From an optimization exercise on the open Yosys and OpenROAD flow, aimed at small area and few clock cycles; shortcuts taken in it are not production practice.
Only simulation tests tie the RTL to the original design; equivalence was not proved.
Power figures rest on the tool's default switching activity, not on a simulated workload.

$ cat constraint.sdc
create_clock -name core_clock -period 5.5 [get_ports {clk}]
set_input_delay 1.1000 -clock core_clock [delete_from_list [all_inputs] [get_ports {clk}]]
set_output_delay 1.1000 -clock core_clock [all_outputs]
set_load 0.01 [all_outputs]
$ cat run.sh
#!/bin/bash
# synth_recipe.tcl (not shown) runs the flow's synth.tcl, then flattens the netlist and writes it again
# the make line also repeats each setting of config.mk as NAME=value (left out here)
make -C /OpenROAD-flow-scripts/flow DESIGN_CONFIG=/design/flow/config.mk WORK_HOME=/design/flow/orfs CLKGATE_MAP_FILE= SYNTH_SCRIPT=/design/flow/synth_recipe.tcl finish
$ cat config.mk
export PLATFORM = sky130hd
export DESIGN_NAME = wall_run_extractor
export DESIGN_NICKNAME = wall_run_extractor
export VERILOG_FILES = /design/flow/design.v
export SDC_FILE = /design/flow/constraint.sdc
export NUM_CORES = 4
export LEC_CHECK = 0
export CAP_MARGIN = 20
export CORE_MARGIN = 2
export CORE_UTILIZATION = 40
export SLEW_MARGIN = 20
$ cat design.v
package wre_pkg;
  localparam int REG_W = 9;                    
  localparam int CW    = 8;                    
  localparam int NSEG  = 8;                    
endpackage
module wre_ram #(
  parameter int WIDTH = 8,
  parameter int NSEG  = 8
) (
  input  logic             clk,
  input  logic             shift,
  input  logic [NSEG-1:0]  len_m1,
  input  logic [WIDTH-1:0] wdata,
  output logic [WIDTH-1:0] head
);
  logic [WIDTH-1:0] tap [NSEG+1];
  assign tap[NSEG] = wdata;
  for (genvar k = NSEG - 1; k >= 0; k--) begin : g_seg
    localparam int LEN = 1 << k;
    logic [WIDTH-1:0] st [LEN];
    always_ff @(posedge clk) begin
      if (shift) begin
        st[0] <= tap[k+1];
        for (int i = 1; i < LEN; i++) st[i] <= st[i-1];
      end
    end
    assign tap[k] = len_m1[k] ? st[LEN-1] : tap[k+1];
  end
  always_ff @(posedge clk) begin
    if (shift) head <= tap[0];
  end
endmodule
import wre_pkg::*;
module wre_out_fifo
(
  input  logic             clk,
  input  logic             rst_n,
  input  logic             load,       
  input  logic             h_emit,
  input  logic             v_emit,
  input  logic             floor_t,    
  input  logic [REG_W-1:0] h_x,
  input  logic [REG_W-1:0] h_y,
  input  logic [REG_W-1:0] h_len,
  input  logic [REG_W-1:0] v_x,
  input  logic [REG_W-1:0] v_y,
  input  logic [REG_W-1:0] v_len,
  output logic             room,       
  output logic             out_valid,
  input  logic             out_ready,
  output logic             out_is_vertical,
  output logic [REG_W-1:0] out_rect_x,
  output logic [REG_W-1:0] out_rect_y,
  output logic [REG_W-1:0] out_rect_width,
  output logic [REG_W-1:0] out_rect_height,
  output logic             out_last
);
  logic             ov_r, pv_r;
  logic             o_vert_r, o_last_r;
  logic [REG_W-1:0] o_x_r, o_y_r, o_len_r;
  logic             p_floor_r;
  logic [REG_W-1:0] p_len_r;
  logic             pop;
  assign pop  = ov_r && out_ready;
  assign room = !pv_r && (!ov_r || out_ready);
  always_ff @(posedge clk) begin
    if (!rst_n) begin
      ov_r <= 1'b0;
      pv_r <= 1'b0;
    end else if (load) begin
      ov_r <= h_emit || v_emit;
      pv_r <= h_emit && v_emit;
    end else if (pop) begin
      ov_r <= pv_r;
      pv_r <= 1'b0;
    end
  end
  always_ff @(posedge clk) begin
    if (load) begin
      if (h_emit) begin
        o_vert_r <= 1'b0;
        o_last_r <= !v_emit;
        o_x_r    <= h_x;
        o_y_r    <= h_y;
        o_len_r  <= h_len;
      end else begin
        o_vert_r <= 1'b1;
        o_last_r <= 1'b1;
        o_x_r    <= v_x;
        o_y_r    <= v_y;
        o_len_r  <= v_len;
      end
      p_floor_r <= floor_t;
      p_len_r   <= v_len;
    end else if (pop && pv_r) begin
      o_vert_r <= 1'b1;
      o_last_r <= 1'b1;
      o_x_r    <= o_x_r + REG_W'(p_floor_r);
      o_y_r    <= o_y_r - REG_W'(p_floor_r);
      o_len_r  <= p_len_r;
    end
  end
  assign out_valid       = ov_r;
  assign out_is_vertical = o_vert_r;
  assign out_rect_x      = o_x_r;
  assign out_rect_y      = o_y_r;
  assign out_rect_width  = o_vert_r ? REG_W'(1) : o_len_r;
  assign out_rect_height = o_vert_r ? o_len_r : REG_W'(1);
  assign out_last        = o_last_r;
endmodule
import wre_pkg::*;
module wall_run_extractor
#(
  parameter int MAX_WIDTH = 256
) (
  input  logic             clk,
  input  logic             rst_n,
  input  logic             in_valid,
  output logic             in_ready,
  input  logic             in_is_wall,
  output logic             out_valid,
  input  logic             out_ready,
  output logic             out_is_vertical,
  output logic [REG_W-1:0] out_rect_x,
  output logic [REG_W-1:0] out_rect_y,
  output logic [REG_W-1:0] out_rect_width,
  output logic [REG_W-1:0] out_rect_height,
  output logic             out_last,
  input  logic             cfg_we,
  input  logic [0:0]       cfg_index,
  input  logic [REG_W-1:0] cfg_wdata
);
  logic [CW-1:0]    w_m1_r, h_m1_r;
  logic [CW-1:0]    cfg_m1;
  logic [CW-1:0]    col_r, row_r;
  logic             row0_r;
  logic [CW-1:0]    rrun_r;
  logic             accept, last_col, last_row, wall;
  logic [CW-1:0]    head, v_old, v_new;
  logic [REG_W-1:0] h_len, v_len;
  logic             h_emit, v_emit;
  logic             room;
  assign cfg_m1 = (cfg_wdata == '0) ? '0 :
                  cfg_wdata[REG_W-1] ? {CW{1'b1}} : CW'(cfg_wdata - 9'd1);
  always_ff @(posedge clk) begin
    if (!rst_n) begin
      w_m1_r <= CW'(31);
      h_m1_r <= CW'(31);
    end else if (cfg_we) begin
      if (cfg_index == 1'b0) w_m1_r <= cfg_m1;
      else                   h_m1_r <= cfg_m1;
    end
  end
  assign in_ready = room;
  assign accept   = in_valid && room;
  assign wall     = in_is_wall;
  assign last_col = (col_r == w_m1_r);
  assign last_row = (row_r == h_m1_r);
  assign h_len  = {1'b0, rrun_r} + REG_W'(wall);
  assign h_emit = (!wall || last_col) && (h_len > 9'd2);
  assign v_old  = row0_r ? '0 : head;
  assign v_len  = {1'b0, v_old} + REG_W'(wall);
  assign v_emit = (!wall || last_row) && (v_len > 9'd2);
  assign v_new  = wall ? v_len[CW-1:0] : '0;
  always_ff @(posedge clk) begin
    if (!rst_n) begin
      col_r  <= '0;
      row_r  <= '0;
      row0_r <= 1'b1;
      rrun_r <= '0;
    end else if (cfg_we) begin
      col_r  <= '0;
      row_r  <= '0;
      row0_r <= 1'b1;
      rrun_r <= '0;
    end else if (accept) begin
      rrun_r <= (wall && !last_col) ? h_len[CW-1:0] : '0;
      if (last_col) begin
        col_r  <= '0;
        row_r  <= last_row ? '0 : row_r + CW'(1);
        row0_r <= last_row;
      end else begin
        col_r  <= col_r + CW'(1);
      end
    end
  end
  wre_ram #(
    .WIDTH (CW),
    .NSEG  (NSEG)
  ) u_col_line (
    .clk    (clk),
    .shift  (accept),
    .len_m1 (w_m1_r),
    .wdata  (v_new),
    .head   (head)
  );
  wre_out_fifo u_out (
    .clk             (clk),
    .rst_n           (rst_n),
    .load            (accept),
    .h_emit          (h_emit),
    .v_emit          (v_emit),
    .floor_t         (!wall),
    .h_x             ({1'b0, col_r} + REG_W'(wall)),
    .h_y             ({1'b0, row_r} + 9'd1),
    .h_len           (h_len),
    .v_x             ({1'b0, col_r} + 9'd1),
    .v_y             ({1'b0, row_r} + REG_W'(wall)),
    .v_len           (v_len),
    .room            (room),
    .out_valid       (out_valid),
    .out_ready       (out_ready),
    .out_is_vertical (out_is_vertical),
    .out_rect_x      (out_rect_x),
    .out_rect_y      (out_rect_y),
    .out_rect_width  (out_rect_width),
    .out_rect_height (out_rect_height),
    .out_last        (out_last)
  );
endmodule
==> metrics list, run 1 <==
- Wires add up to 93.35 mm.
- Worst hold margin: 0.4065 ns
- Derived from the worst setup path, the maximum achievable clock frequency is about 0.27 GHz.
- The first detailed-routing pass took 5 iterations.
- The most used flip-flop cell after synthesis is edfxtp_1.
- The number of antenna violations at the first check in global routing was 5.
* Number of nets still failing antenna checks after routing: 0
- Gates resized during post-CTS repair numbered 0.
* Number of buffers inserted by port buffering: 55
- Post-Route Setup TNS: 0 ns
* Met3 capacity usage during global routing: 2.714%
- After floorplanning, the core was divided into 151 placement rows.
- Area share of the largest cell type after synthesis: ~93%
- CTS HTree Levels: 4
- Category of the critical setup timing path: primary input to register
* Overall die area: 172,700 µm²
- Measured along the x axis, the die boundary spans 415.5 µm.
* Iter 0 DRT Violations: between 2k and 2.5k
- Slew HR: between 30% and 40%
- EDFF count, synth: around 2.1k
* I/O pins: 56
* Global-route met1 utilization: 17.06%
- Summing over every cut layer, the via total after detailed routing is around 25k.
- The initial utilization of the core area, before any placement, comes to about two fifths.
* Power Density: 410.6 nW/µm²
* Average detailed-routed wire length per instance: around 17 µm
- The clock reaches the later pin of the worst-skew pair after between 0.7 and 0.8 ns.
- Clock-pin slew was measured on the worst setup and hold paths at around 0.060 ns.
- Buffers inserted by post-CTS timing repair: 0
- Count of pins over their slew limit: 0
* Placer Congestion: roughly 0.8
- After filler insertion, the fill cell instance count of the layout stands at 13.71k.
- Counting flops and latches in the post-synthesis netlist gives 2,130.
- Status: timing/DRC/antenna clean
* Wire length of the first global-routing pass: 142.6 mm
* Sequential cell area: 63,530 µm²
- Clock buffer count from CTS: between 150 and 200
* Vertical extent of the die: roughly 420 µm
* Most frequent cells in the layout: 2,087 x edfxtp_1, 192 x clkbuf_16, 104 x nand2_1
- Setup repair after global routing missed its margin: no
- Syn_nets: about 2.8k
- Max Cap Viol: 0
* Sequential cell area fraction in the yosys report: 93.78%
- Count of hold buffers inserted by post-cts repair: 0
* Number of warning messages in the yosys log: 12
* Growth of design area from synthesis to finish: 14.40%
* Required @ worst endpoint: 6.00 ns
* Via density per instance: about 4.7
- Worst hold-check path type: register to register
- The clock net in this run drives a total of between 2k and 2.5k sinks.
- Share of final-layout standard cells stronger than drive strength 1: ~11%
- Summed over all cells, the static leakage comes to between 20 and 25 nW.
- Global routing consumed, over all layers together, between 10% and 20% of the routing resources.
- The via count of the first global-routing pass was about 24k.
- DRC violation count after routing: 0
* Busiest metal layer after global routing: met1
* Final critical-path share of the clock period: between 60% and 70%
- Post-route minimum period: between 3 and 4 ns
- Core region area: approximately 170,000 µm²
- TritonCTS built the clock tree.
* Biggest fanout along the worst timing path: 11
- The worst setup path is captured at a register.
- Startpoint type of the worst setup path: primary input
- The synthesized netlist contains 84 unique library cells.
- Met2 Use GR: about an eighth
- In this run the deepest clock path goes through 3 buffers.
- Actual transition at the worst max-transition pin: roughly 1 ns
* Cell Area, Synth: 67,740 µm²
* Setup clock skew after layout: roughly 0.017 ns
- Clock tree synthesis selected as its root buffer the cell clkbuf_16.
- In the synthesized netlist, the number of instances is about 2.8k.
- Entering global routing, the biggest net connects 131 pins.
* Synth top area cells: edfxtp_1 93%, dfxtp_1 1.3%, nand2_1 0.58%, nor2_1 0.45%, xor2_1 0.43%
* Arrival time at the worst endpoint: 4.20 ns
* Final count of negative-setup-slack endpoints: 0
- Mean instance size in the synthesized netlist: 24.13 µm²
* Pwr Total: roughly 32 mW
- Hpwl dp: a little under 50 mm
- Endpoints failing hold: 0
* Share of the core filled with cells: around 46%
- Proportion of register bits with asynchronous set or reset after synthesis: 0%
- Across the VDD grid, the largest voltage drop is approximately 0.32 mV.
- Leaving out fill and tap cells, the most frequent cell in the layout is edfxtp_1.
* Footprint of the multi-input gates: 3910 µm²
- Net count, final: just over 3k
- Overflow left after global routing: 0
* Post-synth top area cell: edfxtp_1
==> critical path, cell delays in order <==
cell and delay [ns]:
clkdlybuf4s50_1 0.46, buf_4 0.20, ha_1 0.38, and4_1 0.33
nand4_4 0.16, mux2i_4 0.26, nand3_2 0.20, nand2_1 0.19
ha_1 0.17, ha_1 0.17, nand3_1 0.12, nor2_1 0.21
xnor2_1 0.14, o21ai_0 0.09
==> final timing paths <==
| path | depth (start not counted) | slack, ns | from | end |
|---|---|---|---|---|
| worst max-delay path | 14 | 1.80 | in_is_wall | u_out.o_x_r[6]$_DFFE_PP_ |
| worst min-delay path | 0 | 0.41 | u_col_line.g_seg[1].st[0][7]$_DFFE_PP_ | u_col_line.g_seg[1].st[1][7]$_DFFE_PP_ |
| worst max register to register | 12 | 2.44 | rrun_r[0]$_SDFFE_PP0P_ | u_out.o_x_r[6]$_DFFE_PP_ |
| worst min register to register | 0 | 0.41 | u_col_line.g_seg[1].st[0][7]$_DFFE_PP_ | u_col_line.g_seg[1].st[1][7]$_DFFE_PP_ |
==> kinds of logic after synthesis <==
logic type / synth area share, %
muxes: 0.3084
and+or+nand+nor: 2.366
buffers and inverters: 0.4876
xor gates and xnor gates: 0.8884
AOI/OAI and AO/OA: 1.836
adders and majority gates: 0.3325
DFF: 93.78
==> flip-flops by register name (all words and copies together), names as in the netlist <==
name                 count
u_out.o_y_r              9
u_out.pv_r               1
u_out.ov_r               1
u_col_line.head          8
u_out.o_last_r           1
row0_r                   1
u_out.p_floor_r          1
u_out.o_x_r              9
u_out.o_len_r            9
u_out.o_vert_r           1
rrun_r                   8
col_r                    8
row_r                    8
u_out.p_len_r            9
w_m1_r                   8
h_m1_r                   8
u_col_line.g_seg.st   2040
==> final cells by class <==
type                            count  share of cell area [%]
Sequential cell                  2130                   81.97
Multi-Input combinational cell    604                   5.045
Clock buffer                      231                   6.388
Timing Repair Buffer              112                   1.650
Inverter                           27                  0.1679
Antenna cell                        1                0.003229
Clock inverter                    112                   1.191
Tap cell                         2218                   3.581
==> through the flow <==
step	setup WS (ns)	cell area, µm²	instances
floorplan	-1.446	67790	2808
global placement	1.105	71620	5091
detailed placement	1.001	71620	5091
CTS	1.784	77500	5434
global route	1.629	77500	5434
finish	1.798	77500	5435
==> power by group <==
part | internal, mW | switching [mW]
Clock | 7.05 | 5.44
Combinational | 0.166 | 0.476
Sequential | 18.5 | 0.199
Total | 25.7 | 6.12
==> synthesized netlist by cell type (11+ instances only) <==
master,number
edfxtp_1,2087
nand2_1,104
nor2_1,81
a21oi_1,44
dfxtp_1,43
xor2_1,33
xnor2_1,32
o21ai_0,29
nand3_1,24
buf_2,22
inv_1,20
ha_1,18
nor2b_1,18
clkbuf_1,17
nor3_1,16
nand2b_1,14
o211ai_1,13
o21ai_1,12
and2_1,11
==> layer usage <==
layer	up-vias	wire length, µm
met4	6	2256
met1	13140	48660
met3	161	4945
met2	500	37450
met5	-	41
li1	11640	-
Testbench counts, summed over its fixed seeds: cycles 299,914.
==> run 2: changes to the inputs <==
--- a/design.v
+++ b/design.v
@@ -2,31 +2,53 @@
   localparam int REG_W = 9;                    
   localparam int CW    = 8;                    
-  localparam int NSEG  = 8;                    
+  localparam int TAP_W = 4;                    
 endpackage
 module wre_ram #(
-  parameter int WIDTH = 8,
-  parameter int NSEG  = 8
+  parameter int WIDTH = 8
 ) (
   input  logic             clk,
-  input  logic             shift,
-  input  logic [NSEG-1:0]  len_m1,
+  input  logic [7:0]       len_m1,
+  input  logic             we,
+  input  logic [3:0]       wtap,
   input  logic [WIDTH-1:0] wdata,
-  output logic [WIDTH-1:0] head
+  input  logic [3:0]       rtap,
+  output logic [WIDTH-1:0] rdata
 );
-  logic [WIDTH-1:0] tap [NSEG+1];
-  assign tap[NSEG] = wdata;
-  for (genvar k = NSEG - 1; k >= 0; k--) begin : g_seg
+  localparam int NB = 15;
+  localparam int BL = 16;
+  logic [3:0]       nblk, nfine;
+  logic [WIDTH-1:0] head_r;
+  logic [WIDTH-1:0] fine_in;
+  logic [WIDTH-1:0] ftap [5];
+  logic [WIDTH-1:0] blk_r [NB][BL];
+  assign nblk  = len_m1[7:4];
+  assign nfine = len_m1[3:0];
+  assign fine_in = (we && wtap == 4'd0) ? wdata : head_r;
+  assign ftap[4] = fine_in;
+  for (genvar k = 3; k >= 0; k--) begin : g_fine
     localparam int LEN = 1 << k;
-    logic [WIDTH-1:0] st [LEN];
+    logic [WIDTH-1:0] st_r [LEN];
     always_ff @(posedge clk) begin
-      if (shift) begin
-        st[0] <= tap[k+1];
-        for (int i = 1; i < LEN; i++) st[i] <= st[i-1];
-      end
-    end
-    assign tap[k] = len_m1[k] ? st[LEN-1] : tap[k+1];
-  end
-  always_ff @(posedge clk) begin
-    if (shift) head <= tap[0];
+      st_r[0] <= ftap[k+1];
+      for (int i = 1; i < LEN; i++) st_r[i] <= st_r[i-1];
+    end
+    assign ftap[k] = nfine[k] ? st_r[LEN-1] : ftap[k+1];
+  end
+  for (genvar i = 0; i < NB; i++) begin : g_blk
+    always_ff @(posedge clk) begin
+      if (i == NB - 1 || nblk == 4'(i + 1)) blk_r[i][0] <= ftap[0];
+      else                                  blk_r[i][0] <= blk_r[(i + 1) % NB][BL-1];
+      blk_r[i][1] <= (we && wtap == 4'(i + 1)) ? wdata : blk_r[i][0];
+      for (int k = 2; k < BL; k++) blk_r[i][k] <= blk_r[i][k-1];
+    end
+  end
+  always_ff @(posedge clk) begin
+    head_r <= (nblk == 4'd0) ? ftap[0] : blk_r[0][BL-1];
+  end
+  always_comb begin
+    rdata = head_r;
+    for (int i = 0; i < NB; i++) begin
+      if (rtap == 4'(i + 1)) rdata = blk_r[i][0];
+    end
   end
 endmodule
@@ -62,5 +84,7 @@
   logic [REG_W-1:0] p_len_r;
   logic             pop;
+  logic             push;
   assign pop  = ov_r && out_ready;
+  assign push = load && (h_emit || v_emit);
   assign room = !pv_r && (!ov_r || out_ready);
   always_ff @(posedge clk) begin
@@ -68,5 +92,5 @@
       ov_r <= 1'b0;
       pv_r <= 1'b0;
-    end else if (load) begin
+    end else if (push) begin
       ov_r <= h_emit || v_emit;
       pv_r <= h_emit && v_emit;
@@ -77,5 +101,5 @@
   end
   always_ff @(posedge clk) begin
-    if (load) begin
+    if (push) begin
       if (h_emit) begin
         o_vert_r <= 1'b0;
@@ -137,5 +161,13 @@
   logic [CW-1:0]    rrun_r;
   logic             accept, last_col, last_row, wall;
-  logic [CW-1:0]    head, v_old, v_new;
+  logic [CW-1:0]    dp_r, dw_r;
+  logic             hv_r, wbv_r;
+  logic [CW-1:0]    hold_r, wb_r;
+  logic             at_p, at_w, have_old;
+  logic             ring_we;
+  logic [TAP_W-1:0] ring_wtap;
+  logic [CW-1:0]    ring_wdata, ring_rdata;
+  logic [CW-1:0]    dp_dec, dw_dec;
+  logic [CW-1:0]    v_old, v_new;
   logic [REG_W-1:0] h_len, v_len;
   logic             h_emit, v_emit;
@@ -152,6 +184,25 @@
     end
   end
-  assign in_ready = room;
-  assign accept   = in_valid && room;
+  assign at_p     = (dp_r[3:0] == 4'd0);
+  assign at_w     = (dw_r[3:0] == 4'd0);
+  assign dp_dec   = (dp_r == '0) ? w_m1_r : dp_r - CW'(1);
+  assign dw_dec   = (dw_r == '0) ? w_m1_r : dw_r - CW'(1);
+  assign have_old = row0_r || hv_r || at_p;
+  assign ring_we    = (wbv_r && at_w) || (accept && at_p);
+  assign ring_wtap  = wbv_r ? dw_r[7:4] : dp_r[7:4];
+  assign ring_wdata = wbv_r ? wb_r : v_new;
+  wre_ram #(
+    .WIDTH (CW)
+  ) u_col_ring (
+    .clk    (clk),
+    .len_m1 (w_m1_r),
+    .we     (ring_we),
+    .wtap   (ring_wtap),
+    .wdata  (ring_wdata),
+    .rtap   (dp_r[7:4]),
+    .rdata  (ring_rdata)
+  );
+  assign in_ready = !wbv_r && have_old && (room || !(h_emit || v_emit));
+  assign accept   = in_valid && in_ready;
   assign wall     = in_is_wall;
   assign last_col = (col_r == w_m1_r);
@@ -159,5 +210,5 @@
   assign h_len  = {1'b0, rrun_r} + REG_W'(wall);
   assign h_emit = (!wall || last_col) && (h_len > 9'd2);
-  assign v_old  = row0_r ? '0 : head;
+  assign v_old  = row0_r ? '0 : hv_r ? hold_r : ring_rdata;
   assign v_len  = {1'b0, v_old} + REG_W'(wall);
   assign v_emit = (!wall || last_row) && (v_len > 9'd2);
@@ -169,4 +220,7 @@
       row0_r <= 1'b1;
       rrun_r <= '0;
+      dp_r   <= '0;
+      hv_r   <= 1'b0;
+      wbv_r  <= 1'b0;
     end else if (cfg_we) begin
       col_r  <= '0;
@@ -174,25 +228,38 @@
       row0_r <= 1'b1;
       rrun_r <= '0;
-    end else if (accept) begin
-      rrun_r <= (wall && !last_col) ? h_len[CW-1:0] : '0;
-      if (last_col) begin
-        col_r  <= '0;
-        row_r  <= last_row ? '0 : row_r + CW'(1);
-        row0_r <= last_row;
+      dp_r   <= '0;
+      hv_r   <= 1'b0;
+      wbv_r  <= 1'b0;
+    end else begin
+      if (accept) begin
+        rrun_r <= (wall && !last_col) ? h_len[CW-1:0] : '0;
+        if (last_col) begin
+          col_r  <= '0;
+          row_r  <= last_row ? '0 : row_r + CW'(1);
+          row0_r <= last_row;
+        end else begin
+          col_r  <= col_r + CW'(1);
+        end
+        hv_r <= 1'b0;
       end else begin
-        col_r  <= col_r + CW'(1);
+        dp_r <= dp_dec;
+        if (!hv_r && !row0_r && at_p) hv_r <= 1'b1;
       end
-    end
-  end
-  wre_ram #(
-    .WIDTH (CW),
-    .NSEG  (NSEG)
-  ) u_col_line (
-    .clk    (clk),
-    .shift  (accept),
-    .len_m1 (w_m1_r),
-    .wdata  (v_new),
-    .head   (head)
-  );
+      if (accept && !at_p) begin
+        wbv_r <= 1'b1;
+      end else if (wbv_r && at_w) begin
+        wbv_r <= 1'b0;
+      end
+    end
+  end
+  always_ff @(posedge clk) begin
+    if (!hv_r && at_p) hold_r <= ring_rdata;
+    if (accept && !at_p) begin
+      wb_r <= v_new;
+      dw_r <= dp_dec;
+    end else begin
+      dw_r <= dw_dec;
+    end
+  end
   wre_out_fifo u_out (
     .clk             (clk),
--- a/config.mk
+++ b/config.mk
@@ -8,4 +8,6 @@
 export CAP_MARGIN = 20
 export CORE_MARGIN = 2
-export CORE_UTILIZATION = 40
+export CORE_UTILIZATION = 55
+export CTS_BUF_LIST = sky130_fd_sc_hd__clkbuf_8 sky130_fd_sc_hd__clkbuf_4
+export CTS_CLUSTER_SIZE = 30
 export SLEW_MARGIN = 20
==> run 2 against run 1 <==
  * Now fails the layout checks on setup timing
  * Sequential power hardly changed
  * Global-route usage grew 14 points
  * Wire length grew 27%
  * Cell count is 3.7% higher
  * Largest power group unchanged
  * Highest routed layer is now met4
==> metrics list, run 2 <==
- The flow ran to the end, but the layout failed its checks.
* Layout check failures: setup timing
- The via count of the first global-routing pass is ~29k.
* Clock-pin slew reported for the worst setup and hold paths after clock tree synthesis: around 0.06 ns
- Growth of design area from synthesis to finish: 18.94%
* Register with the most flip-flops: u_col_ring.blk_r
* Footprint of the multi-input gates: roughly 9000 µm²
- Hold is met by 0.2871 ns.
- CTS HTree Levels: 5
- For this design the static power due to leakage is between 20 and 30 nW.
- Counting flops with a built-in enable in the synthesized netlist gives between 50 and 60.
- Measured against its own limit, the worst slew margin works out to 30.21%.
- Required @ worst endpoint: approximately 4.4 ns
- In the final design database the tool counted about 4.2k nets.
* Number of inserted filler cells in the final layout: just under 7k
* Largest registers: u_col_ring.blk_r x1920, u_col_ring.g_fine.st_r x120
- After synthesis, flip-flops and latches occupy slightly above 80% of the total area.
- For this design the top-level I/O count stands at 56.
- The portion of synthesized area spent on multiplexers is under 10%.
* Most common cell after layout, fill and taps aside: dfxtp_1
* Count of pins over their slew limit: 0
- In this run the worst setup path terminates at in_ready.
* Syn_nets: roughly 3.7k
- The top cell type by area accounts for between 70 and 80% of the synthesized area.
- Worst hold-check path type: register to register
- STA classifies the critical path startpoint as a register.
- Global routing used 24.04% of the available tracks.
* Post-synth top area cell: dfxtp_1
- After Yosys synthesis, XOR and XNOR cells account for 1.246% of the synthesized area.
* Core region area: ~96,000 µm²
- Iter 0 DRT Violations: around 1.9k
* Clock buffer count from CTS: between 300 and 400
* Maximum number of pins on one net before global-route repair: 29
- Nature of the critical path endpoint: output pin
- Share of the core filled with cells: 65.90%
- Setup violations remaining at the end of the flow were counted as 1.
- DRC violation count after routing: 0
- The floorplan step set the die width to 315.7 µm.
- The most used flip-flop cell after synthesis is dfxtp_1.
* Depth of the worst register-to-register path: 24
* CTS tree: yes
- CTS sink count: approximately 2.2k
- The congestion estimate from routability-driven global placement came to ~0.93.
* Share of synthesized cell area in and, or, nand and nor gates: around 5.5%
- Synthesis produced a netlist whose cell count is 3,696.
- For this run the aggregate overflow at the end of global routing stands at 0.
* Number of nets still failing antenna checks after routing: 0
- Final critical-path share of the clock period: 107.5%
- Share of final-layout standard cells stronger than drive strength 1: 21.41%
- Category of the critical setup timing path: register to output pin
- The worst register-to-register path begins at dp_r[4]$_SDFFE_PP0P_.
- Tracing the worst setup path back leads to its startpoint at dp_r[4]$_SDFFE_PP0P_.
- Sequential cell area: ~44,000 µm²
* Hpwl dp: ~79 mm
* Initial core utilization: a little under three fifths
* Biggest fanout along the worst timing path: 18
- Maximum clock insertion buffer count: 4
- Max Cap Viol: 0
- The number of antenna violations at the first check in global routing was 3.
- Clock latency on the worst-skew pair, taken at its later pin, is a little under 1 ns.
- The worst register-to-register path has a setup slack of around 0.29 ns.
- Post-route minimum period: ~6 ns
- Most common library cells after synthesis: 2,109 x dfxtp_1, 234 x nor2_1, 130 x mux2_2, 130 x nand2_1, 129 x a31oi_1
- Leaving out fill and tap cells, the most frequent cells in the layout are 2,105 x dfxtp_1, 397 x clkbuf_8, 230 x nor2_1.
- Total number of vias: ~28k
* Setup repair after global routing missed its margin: yes
- Power spread over the standard cell area amounts to 532.5 nW/µm².
- The synthesized netlist devotes 0.4216% of its cell area to adder and majority cells.
- The synthesized netlist occupies a cell area of 53,420 µm².
* Via density per instance: ~4.9
* Wire length of the first global-routing pass: roughly 180 mm
- During placement, the flow inserted port buffers numbering 55.
- Post-route insts no fill: between 5k and 6k
* Dominant combinational cell family by area after synthesis: compound AO/OA/AOI/OAI gates
- The floorplan has between 100 and 150 rows.
* Post-detailed-routing wire length: around 120 mm
* First-pass iteration count of the detailed router: 6
* Least setup slack across all paths after layout: -0.4102 ns
- In this run the clock root is driven by a clkbuf_8.
- In the final timing run, aggregate negative setup slack is -0.4102 ns.
- The worst register-to-register path ends at dp_r[6]$_SDFFE_PP0P_.
* Overall die area: approximately 100,000 µm²
- Cell with the most instances after synthesis: dfxtp_1
- Vertical extent of the die: about 320 µm
- The synthesized design contains between 2k and 2.5k register bits.
- Synth top area cells: dfxtp_1 79%, edfxtp_1 3.1%, mux2_2 2.7%, nor2_1 1.6%, a31oi_1 1.5%
* Average detailed-routed wire length per instance: 21.03 µm
* Mean instance size in the synthesized netlist: roughly 14 µm²
- At the pin with the least slew margin, the transition time is 1.043 ns.
- Proportion of register bits with asynchronous set or reset after synthesis: 0%
* DP Cell Count: roughly 5.1k
* Endpoints failing hold: 0
- Setup clock skew after layout: approximately 0.08 ns
* Number of warning messages in the yosys log: 9
- The worst-case IR drop observed on VDD is between 0.3 and 0.4 mV.
- Share of the synthesized area in compound gates (AO/OA/AOI/OAI): between 5 and 6%
- Static timing analysis puts the maximum clock frequency at between 0.15 and 0.2 GHz.
- Yosys mapped the design onto 84 distinct sky130hd cell types.
- The register with the most flip-flops in the layout has around 1.9k of them.
* Arrival time at the worst endpoint: 4.81 ns
[run 2: cell count changes in the layout (fill, tap and decap cells not counted), sizes merged, moves of 47 or more]
cell / previous run / this run
buf: 57 / 196
o21ai: 43 / 94
a21oi: 45 / 92
nor2: 81 / 234
a31oi: 12 / 129
mux2: 10 / 130
clkinv: 90 / 34
dfxtp: 43 / 2109
edfxtp: 2087 / 55
clkbuf: 231 / 494
[run 2: cell families (layout without fill, tap and decap cells)]
| logic type | count (synthesis) | in the layout |
|---|---|---|
| xor+xnor | 76 | 76 |
| simple gates | 616 | 616 |
| flops | 2164 | 2164 |
| other cells | 0 | 3 |
| buf+inv | 180 | 842 |
| mux | 163 | 163 |
| compound gates | 479 | 479 |
| fa+ha+maj | 18 | 18 |
[run 2: worst max-delay path, cell delays in order, from the launching register on]
cell and delay (ns):
dfxtp_4 0.36, buf_8 0.15, buf_8 0.17, nor2b_2 0.17, a22o_1 0.27, a221o_1 0.34
a211oi_2 0.22, buf_4 0.17, o41ai_4 0.08, ha_4 0.19, and3b_2 0.22, a31oi_4 0.16
a211oi_2 0.10, buf_4 0.15, a221oi_2 0.23, nand4_1 0.15, a211o_1 0.32, o21ai_2 0.16
and2_4 0.19, buf_6 0.10
[run 2: report_power, final]
part	switching, mW	leakage (nW)	internal, mW
Clock	5.60	3.53	7.43
Combinational	1.11	4.47	0.659
Sequential	0.872	18.0	18.2
Total	7.57	26.0	26.3
[run 2: how the worst min path moves through the flow]
stage / start / to / slack [ns] / cells past startpoint
4_1_cts: u_col_ring.blk_r[162][0]$_DFF_P_ / u_col_ring.blk_r[163][0]$_DFF_P_ / 0.26 / 0
5_1_grt: u_col_ring.blk_r[162][0]$_DFF_P_ / u_col_ring.blk_r[163][0]$_DFF_P_ / 0.28 / 0
2_1_floorplan: u_col_ring.blk_r[99][0]$_DFF_P_ / u_col_ring.blk_r[100][0]$_DFF_P_ / 0.31 / 0
3_5_place_dp: u_col_ring.blk_r[114][7]$_DFF_P_ / u_col_ring.blk_r[115][7]$_DFF_P_ / 0.31 / 0
6_report: u_col_ring.blk_r[162][0]$_DFF_P_ / u_col_ring.blk_r[163][0]$_DFF_P_ / 0.29 / 0
3_3_place_gp: u_col_ring.blk_r[87][1]$_DFF_P_ / u_col_ring.blk_r[88][1]$_DFF_P_ / 0.31 / 0
[run 2: layer usage]
layer	wire (µm)	vias up	global-route usage, %
li1	-	13350	-
met1	55010	13580	32.44
met2	54410	780	38.00
met3	5945	180	5.457
met4	3169	0	9.134
met5	0	-	0
[run 2: per-stage QoR]
stage	worst slack (ns)	area, µm²	power, mW
global placement	-0.4192	56610	20.96
detailed placement	-0.4051	56610	21.05
floorplan	0.01892	53450	19.87
CTS	-0.5361	63470	34.18
finish	-0.4102	63540	33.84
global route	-0.6237	63540	35.17
[run 2: timing repair]
action | in CTS | in global routing
endpoints found under the setup margin | 10 | 48
gates cloned | 0 | 0
buffers inserted | 4 | 1
hold buffers | 0 | 0
pin swaps | 15 | 7
gates resized for setup | 45 | 12
[run 2: cell type report]
type                            instances  area share (%)
Clock inverter                         49          0.7226
Clock buffer                          494           9.745
Antenna cell                            3         0.01181
Multi-Input combinational cell       1352           14.14
Timing Repair Buffer                  250           3.525
Inverter                               49          0.2894
Sequential cell                      2164           69.06
Tap cell                             1276           2.512
Testbench counts of run 2, summed over its fixed seeds: cycles 300,970.
==> run 3: changes to the inputs <==
--- a/config.mk
+++ b/config.mk
@@ -8,6 +8,4 @@
 export CAP_MARGIN = 20
 export CORE_MARGIN = 2
-export CORE_UTILIZATION = 55
-export CTS_BUF_LIST = sky130_fd_sc_hd__clkbuf_8 sky130_fd_sc_hd__clkbuf_4
-export CTS_CLUSTER_SIZE = 30
+export CORE_UTILIZATION = 40
 export SLEW_MARGIN = 20
==> run 3 against run 2 <==
  * The layout still fails its checks (setup timing)
  * Clock skew fell by 0.027 ns
  * Global-route usage fell by 7.8 points
  * Synthesized cell count stayed put
  * Core utilization down 17 points
  * Largest cell class unchanged
  * Largest power group unchanged
==> metrics list, run 3 <==
- Status: complete, but fails checks
- In this run the layout check failures are setup timing.
* Place WS: -0.3316 ns
* Number of nets still failing antenna checks after routing: 0
* Maximum number of pins on one net before global-route repair: 35
* Arrival time at the worst endpoint: ~4.6 ns
- Internal power: between 20 and 30 mW
- Biggest fanout along the worst timing path: 5
- Power Density: about 540 nW/µm²
- I/O pins: 56
* Post-synthesis register bit count: 2,164
* Growth of design area from synthesis to finish: 21.01%
- Average detailed-routed wire length per instance: ~19 µm
- In this run switching power makes up 22.11% of total power.
- From bottom edge to top edge, the die measures around 370 µm.
- Top cell family by delay on the critical path: compound AO/OA/AOI/OAI gates
- Post-route standard cell area excluding fillers: about 65,000 µm²
- Number of warning messages in the yosys log: 9
* CP cell instances: bufbuf_16 -> buf_4 -> nand2b_1 -> o32ai_2 -> buf_4 -> o32ai_2 -> a211oi_4 -> o41ai_4 -> ha_4 -> and3b_2 -> a31oi_4 -> a211oi_2 -> buf_4 -> a221oi_2 -> nand4_1 -> a211o_1 -> o21ai_2 -> and2_4 -> buf_6
* Cell Area, Synth: 53,420 µm²
- Area share of the largest cell type after synthesis: between 70 and 80%
- Final count of negative-setup-slack endpoints: 1
* Library cells used by synthesis: between 80 and 90
* EDFF count, synth: 55
- Clock tree synthesis found a total of 2,164 sinks.
- Sequential cell area: around 44,000 µm²
- The final-report hold violation count was 0.
- Largest registers: u_col_ring.blk_r x1920, u_col_ring.g_fine.st_r x120
- For this design, the slowest cell found on the critical path is dfxtp_4.
- Leakage: 25.96 nW
- The core region is about 130,000 µm².
- Largest voltage drop on the vdd net: approximately 0.3 mV
- Vias in the first global route: about 26k
* Slew HR: between 20% and 30%
* Biggest cell delay along the critical path: ~0.37 ns
* Most frequent cells in the layout: 2,105 x dfxtp_1, 229 x nor2_1, 197 x clkbuf_16
- Nature of the critical path endpoint: output pin
- Clock share of power: between 40% and 50%
- Setup repair after global routing missed its margin: yes
- Mean instance size in the synthesized netlist: 14.45 µm²
* Reg power frac: ~55%
- For this run, design rule violations remaining after detail routing come to 0.
- Clock buffer count from CTS: approximately 190
- In this run, the combinational gates consume a little over 5% of the power.
- After clock tree synthesis, the clock-pin slew on the worst setup and hold paths is around 0.06 ns.
* Wire length of the first global-routing pass: around 160 mm
- CTS HTree Levels: 4
- For the finished layout, the period the worst path requires is 5.729 ns.
- Syn_nets: 3,730
- Share of final-layout standard cells stronger than drive strength 1: roughly 18%
- Max FFs per register: 1,920
* Startpoint type of the worst setup path: register
- Clock latency on the worst-skew pair, taken at its later pin, is between 0.8 and 0.9 ns.
- Detailed placement ended at an HPWL of between 70 and 80 mm.
- Yosys instantiated no cell more often than dfxtp_1.
* Most common library cells after synthesis: 2,109 x dfxtp_1, 234 x nor2_1, 130 x mux2_2, 130 x nand2_1, 129 x a31oi_1
- Total placed instance area: about 57,000 µm²
* Horizontal die dimension: between 300 and 400 µm
- The library cell used most frequently in the layout, excluding fill and tap cells, is dfxtp_1.
- Floorplan row count: around 130
- The critical path in this run is classified as register to output pin.
* Top FF cell, synth: dfxtp_1
- Number of inserted filler cells in the final layout: around 11k
- Placer Congestion: roughly 0.95
- For this run, the total global-route usage over all layers was measured as between 10% and 20%.
* Worst hold-check path type: register to register
- Cell seen most often among critical-path stages: buf_4
- In this run the power spent charging and discharging nets is 7.683 mW.
* Number of buffers inserted by port buffering: 55
- Proportion of register bits with asynchronous set or reset after synthesis: 0%
- Overflow left after global routing: 0
- Post-detailed-routing wire length: roughly 110 mm
* Total number of vias: roughly 27k
- TritonCTS built the clock tree.
- Least setup slack across all paths after layout: -0.2292 ns
* Footprint of the multi-input gates: about 9000 µm²
- Count of pins over their slew limit: 0
* Sequential cell area fraction in the yosys report: ~80%
- The final critical path takes up 104.2% of the cycle.
- Clk Tree Root Cell: clkbuf_16
- Initial antenna violation count: 5
- Net count, final: 4,058
* First-pass iteration count of the detailed router: 5
- Static timing analysis puts the maximum clock frequency at 0.1745 GHz.
* Post-synth top area cell: dfxtp_1
- Number of buffer and inverter instances along the worst setup path: 5
- Iter 0 DRT Violations: slightly above 2k
* Number of cells produced by synthesis: about 3.7k
- The die covers between 100,000 and 150,000 µm².
* Required @ worst endpoint: between 4 and 5 ns
* Actual transition at the worst max-transition pin: between 1 and 1.5 ns
* Count of hold buffers inserted by post-cts repair: 0
- Max-cap violations in this run came to 0.
- Synth top area cells: dfxtp_1 79%, edfxtp_1 3.1%, mux2_2 2.7%, nor2_1 1.6%, a31oi_1 1.5%
* Register with the most flip-flops: u_col_ring.blk_r
- For the final database, setup skew stands at ~0.053 ns.
- The initial utilization of the core area, before any placement, comes to between 40% and 50%.
- Post-Route Setup TNS: -0.2292 ns
- Dividing the detail-routed via count by the number of cells gives between 4 and 5.
* Maximum clock insertion buffer count: 3
[run 3: cell counts after synthesis]
Identical to the previous run, type by type.
[run 3: timing repair]
| action | in CTS | in global routing |
|---|---|---|
| endpoints found under the hold margin | 0 | 0 |
| cloned | 1 | 0 |
| buffers inserted | 19 | 0 |
| gates resized for setup | 66 | 6 |
| pin swaps | 20 | 6 |
| endpoints found under the setup margin | 33 | 66 |
[run 3: final timing paths]
kind | from | to | slack, ns | cells past startpoint
worst max-delay path | dp_r[4]$_SDFFE_PP0P_ | in_ready | -0.23 | 19
worst min-delay path | u_col_ring.blk_r[50][7]$_DFF_P_ | u_col_ring.blk_r[51][7]$_DFF_P_ | 0.28 | 0
worst max register to register | dp_r[5]$_SDFFE_PP0P_ | u_col_ring.blk_r[33][6]$_DFF_P_ | 0.29 | 24
worst min register to register | u_col_ring.blk_r[50][7]$_DFF_P_ | u_col_ring.blk_r[51][7]$_DFF_P_ | 0.28 | 0
[run 3: power by group through the flow]
stage	Sequential (mW)	Clock (mW)	Combinational [mW]
detailed placement	19.4	0	1.67
floorplan	18.9	0	0.997
global route	19.2	14.9	1.88
finish	19.0	13.9	1.77
global placement	19.3	0	1.66
CTS	19.1	14.3	1.74
[run 3: cell families (layout without fill, tap and decap cells)]
family                     after synthesis  in the layout  share of synthesized area, %
DFF                                   2164           2164                         82.12
and+or+nand+nor                        616            616                         5.546
AOI/OAI and AO/OA                      479            479                         5.768
buffers and inverters                  180            671                         1.471
muxes                                  163            163                         3.429
xor gates and xnor gates                76             76                         1.246
adders and majority gates               18             18                        0.4216
other                                    0              5                             0
[run 3: per-stage QoR]
| stage | hold slack (ns) | std cells | power [mW] | util [%] |
|---|---|---|---|---|
| final | 0.2839 | 5960 | 34.76 | 48.63 |
| after global routing | 0.2953 | 5955 | 36.07 | 48.62 |
| after CTS | 0.2828 | 5954 | 35.11 | 48.56 |
| after detailed placement | 0.3121 | 5578 | 21.04 | 43.05 |
| after global placement | 0.3095 | 5578 | 20.98 | 43.05 |
| after floorplan | 0.3096 | 3696 | 19.87 | - |
[run 3: final cells by class]
cell class / count / share of cell area [%]
flip-flops and latches: 2164 / 67.88
repair buffers: 264 / 3.667
well taps: 1768 / 3.422
inverters: 49 / 0.2903
multi-input cells: 1352 / 14.04
diodes: 5 / 0.01935
clock buffers: 278 / 8.807
clock inverters: 80 / 1.871
[run 3: worst reg2reg max path, delay by kind of cell (launching register included)]
| kind | cells | cell delay, ns |
|---|---|---|
| flip-flops | 1 | 0.37 |
| adder cells (fa/ha/maj) | 2 | 0.28 |
| AO/OA/AOI/OAI | 9 | 2.32 |
| AND/OR/NAND/NOR | 5 | 0.75 |
| XOR/XNOR | 1 | 0.18 |
| multiplexers | 1 | 0.36 |
| buffers and inverters | 6 | 0.83 |
[run 3: layer usage]
metal | global-route usage [%] | part of all wire (%) | wire [µm]
met1 | 23.00 | 49 | 54200
met2 | 24.44 | 44 | 48580
met3 | 3.851 | 5.2 | 5779
met4 | 5.518 | 2.5 | 2749
met5 | 0 | 0.012 | 13

[re-timing with driven ports]
How much do the figures lean on ideal ports? The routed layouts below were timed once more, with nothing changed but the port constraints.
Step 1 sets driving cells, clkbuf_16 on the clock port and buf_2 on the other inputs (assumed; they add their load-dependent delay and slew).
Step 2 moves the port delays by t, midway between the first and last clock arrival at a register: inputs arrive t later, outputs are due t later. That takes back most of the time a late clock gives input paths.
Three values: no drivers, after step 1, after step 2; two values: the first two.
| run | t (ns) | setup slack, ns | hold slack, ns | worst setup path after step 2 |
|---|---|---|---|---|
| run 1 | 0.835 | 1.798 / 1.784 / 0.949 | 0.406 / 0.406 / 0.406 | input to register |
| run 2 | 0.988 | -0.410 / -0.474 / 0.014 | 0.287 / 0.287 / 0.287 | input to register |
| run 3 | 0.867 | -0.229 / -0.304 / 0.204 | 0.284 / 0.284 / 0.284 | input to register |
For run 1, which loses most, drivers alone change the setup slack by -0.014 ns; drivers and shift together by -0.849 ns.
